From an optimization exercise on the open Yosys and OpenROAD flow, aimed at small area, a short achievable clock period and few clock cycles; shortcuts taken in it are not production practice. Function was checked by simulation only, so behaviour that the tests miss may differ from the original. Power is estimated from default activity; no workload was simulated.

== run a ==
// otsu_threshold_finder_top
module otsu_threshold_finder_top #(
  parameter int LEVELS     = 256,
  parameter int COUNT_BITS = 20
) (
  input  wire logic                  clk_i,
  input  wire logic                  rst_ni,
  input  wire logic                  in_valid_i,
  output logic                       in_stall_o,
  input  wire logic [otsu_pkg::LEVEL_BITS-1:0] pixel_i,
  input  wire logic                  last_pixel_i,
  output logic                       out_valid_o,
  input  wire logic                  out_stall_i,
  output logic [otsu_pkg::LEVEL_BITS-1:0]      threshold_o
);
Settings: LEC_CHECK=0, ABC_CLOCK_PERIOD_IN_PS=4000, CAP_MARGIN=20, CELL_PAD_IN_SITES_DETAIL_PLACEMENT=1, CELL_PAD_IN_SITES_GLOBAL_PLACEMENT=2, CORE_MARGIN=2, CORE_UTILIZATION=40, CTS_CLUSTER_DIAMETER=100, CTS_CLUSTER_SIZE=20, PLACE_DENSITY=0.5, SLEW_MARGIN=20, SYNTH_MEMORY_MAX_BITS=8192; clock period 12.0 ns.
standard.sh (not shown) runs the stock make flow with config.mk's settings and CLKGATE_MAP_FILE= SYNTH_SCRIPT=/design/flow/synth_recipe.tcl, a recipe that flattens the netlist after the stock synthesis.
==> flow/flow/run.sh <==
#!/bin/bash
set -euo pipefail
MARGIN=8
sed "s|\"\${@:-finish}\"|SETUP_SLACK_MARGIN=${MARGIN} \"\${@:-finish}\"|" standard.sh > standard_margin.sh
grep -q "SETUP_SLACK_MARGIN=${MARGIN}" standard_margin.sh
bash standard_margin.sh > flow_make.log 2>&1
test -f out/final.def
Run a reached the end of the flow, and the finished layout is clean on the timing, DRC and antenna checks.
Testbench counts of run a, summed over its fixed seeds: cycles 300,295.
#### Input delta (run b over run a)
--- a/flow/design.v
+++ b/flow/design.v
@@ -61,27 +61,22 @@
   assign r0 = 40'(lo_q[29:0]);
   assign r1 = 40'(lo_q[59:30]);
   assign r2 = {hi_q[29:0], 10'b0};
   assign r3 = {hi_q[59:30], 10'b0};
   assign m0 = r0 ^ r1 ^ r2;
   assign m1 = ((r0 & r1) | (r0 & r2) | (r1 & r2)) << 1;
   assign n0 = m0 ^ m1 ^ r3;
   assign n1 = ((m0 & m1) | (m0 & r3) | (m1 & r3)) << 1;
-  logic [19:0] lo20, hi0, hi1;
-  logic        c20;
-  assign {c20, lo20} = {1'b0, n0[19:0]} + {1'b0, n1[19:0]};
-  assign hi0 = n0[39:20] + n1[39:20];
-  assign hi1 = n0[39:20] + n1[39:20] + 20'd1;
   always_ff @(posedge clk_i) begin
     a_q  <= a_i;
     b_q  <= b_i;
     lo_q <= csa10(a_q, b_q[9:0]);
     hi_q <= csa10(a_q, b_q[19:10]);
-    p_q  <= {c20 ? hi1 : hi0, lo20};
+    p_q  <= n0 + n1;
   end
   always_ff @(posedge clk_i or negedge rst_ni) begin
     if (!rst_ni) begin
       t0_q <= '0;
       t1_q <= '0;
       t2_q <= '0;
     end else begin
       t0_q <= tag_i;
@@ -238,22 +233,19 @@
   function automatic logic [2:0] eclass(input logic signed [9:0] d);
     if (d >= 10'sd2)       eclass = C_GT;
     else if (d == 10'sd1)  eclass = C_P1;
     else if (d == 10'sd0)  eclass = C_Z;
     else if (d == -10'sd1) eclass = C_M1;
     else                   eclass = C_LT;
   endfunction
   logic signed [9:0] ed0;
-  logic [21:0]       rxa, rxb, thi_c, tlo_c;
-  assign ed0   = signed'({2'b0, lb_q}) - signed'({2'b0, rb_q}) - signed'(10'(prod_t));
-  assign rxa   = {2'b0, prod[39:20]};
-  assign rxb   = {2'b0, prod[38:19]};
-  assign thi_c = prod_t ? rxa + 22'(rxa[21:16]) + 22'd1 : rxb + 22'(rxb[21:16]) + 22'd1;
-  assign tlo_c = prod_t ? rxa - 22'(rxa[21:16]) - 22'd1 : rxb - 22'(rxb[21:16]) - 22'd1;
+  logic [21:0]       r1x;
+  assign ed0 = signed'({2'b0, lb_q}) - signed'({2'b0, rb_q}) - signed'(10'(prod_t));
+  assign r1x = {2'b0, prod_m};
   logic [2:0]  cls;
   logic [22:0] lx, thi, tlo;
   logic        f_gt, f_lt, d_gt, d_amb;
   assign cls   = prod_t ? cls1_q : cls0_q;
   assign lx    = (cls == C_P1) ? {2'b0, prod_m, 1'b0} : {3'b0, prod_m};
   assign thi   = (cls == C_M1) ? {thi_q, 1'b0} : {1'b0, thi_q};
   assign tlo   = (cls == C_M1) ? {tlo_q, 1'b0} : {1'b0, tlo_q};
   assign f_gt  = cls == C_GT || (cls != C_LT && lx >= thi);
@@ -497,18 +489,18 @@
       end
       if (ph_f_q == 3'd2) begin
         lb_q <= 8'(bwe_q[cand]) + 8'(bpe_q[ptr_q]);
         rb_q <= 8'(bwe_q[ptr_q]) + 8'(bpe_q[cand]);
       end
       if (ph_f_q == 3'd4) begin
         cls0_q <= eclass(ed0);
         cls1_q <= eclass(ed0 + 10'sd1);
-        thi_q  <= thi_c;
-        tlo_q  <= tlo_c;
+        thi_q  <= r1x + 22'(r1x[21:16]) + 22'd1;
+        tlo_q  <= r1x - 22'(r1x[21:16]) - 22'd1;
       end
     end
   end
   logic [1:0] nfl, nfi;
   logic       nside, ncol_end;
   always_comb begin
     nfl      = fl_q;
     nfi      = fi_q;
--- outcome ---
Of the two values seen for end point of the critical path, u_back.u_mul.p_q[39] was produced by run b and r1_q[11] by run a.
Looking at highest ir drop seen on vdd across both flows, run b is the weaker of the two, with run a ahead.
Between run a and run b, the difference in power density normalized to cell area is negligible.
Per the comparison of run b with run a, mapped cell area now smaller, first-pass GRT wire length now smaller, power now smaller, switching share of power comparable.
Summary of run b over run a: initial core utilization has remained practically unchanged; required arrival time at the worst endpoint went down 100 ps; final worst slack now larger; non-clock buffer count now sits lower.
Run b has worst hold slack above what run a had.
Run b vs run a: arrival time reported for the critical path endpoint down
Testbench counts of run b, summed over its fixed seeds: cycles 300,295.

==> static timing again, ports no longer ideal <==
Ports are ideal in the flow. The routed layouts listed here were re-timed in OpenROAD. Step 1 (the two cells are an assumption about what drives the block):
set clk [get_ports {clk_i}]
set_driving_cell -lib_cell sky130_fd_sc_hd__clkbuf_16 $clk
set_driving_cell -lib_cell sky130_fd_sc_hd__buf_2 [delete_from_list [all_inputs] $clk]
Step 2 also shifts input and output timing later by t, the mid clock arrival at the registers, as if the neighbouring blocks saw the same clock. Slacks: ideal / step 1 / step 2; pairs: ideal / step 1.
run	t (ns)	setup slack, ns	hold slack, ns	clock arrival spread, ns
run a	1.239	7.145 / 7.145 / 7.145	0.327 / 0.327 / 0.327	0.087 / 0.087
run b	1.243	7.783 / 7.740 / 7.380	0.331 / 0.331 / 0.331	0.121 / 0.122
After both steps setup and hold are still met in every run listed. The setup slack of run b, which loses most, moves by -0.043 ns with the drivers and by -0.403 ns with both steps.
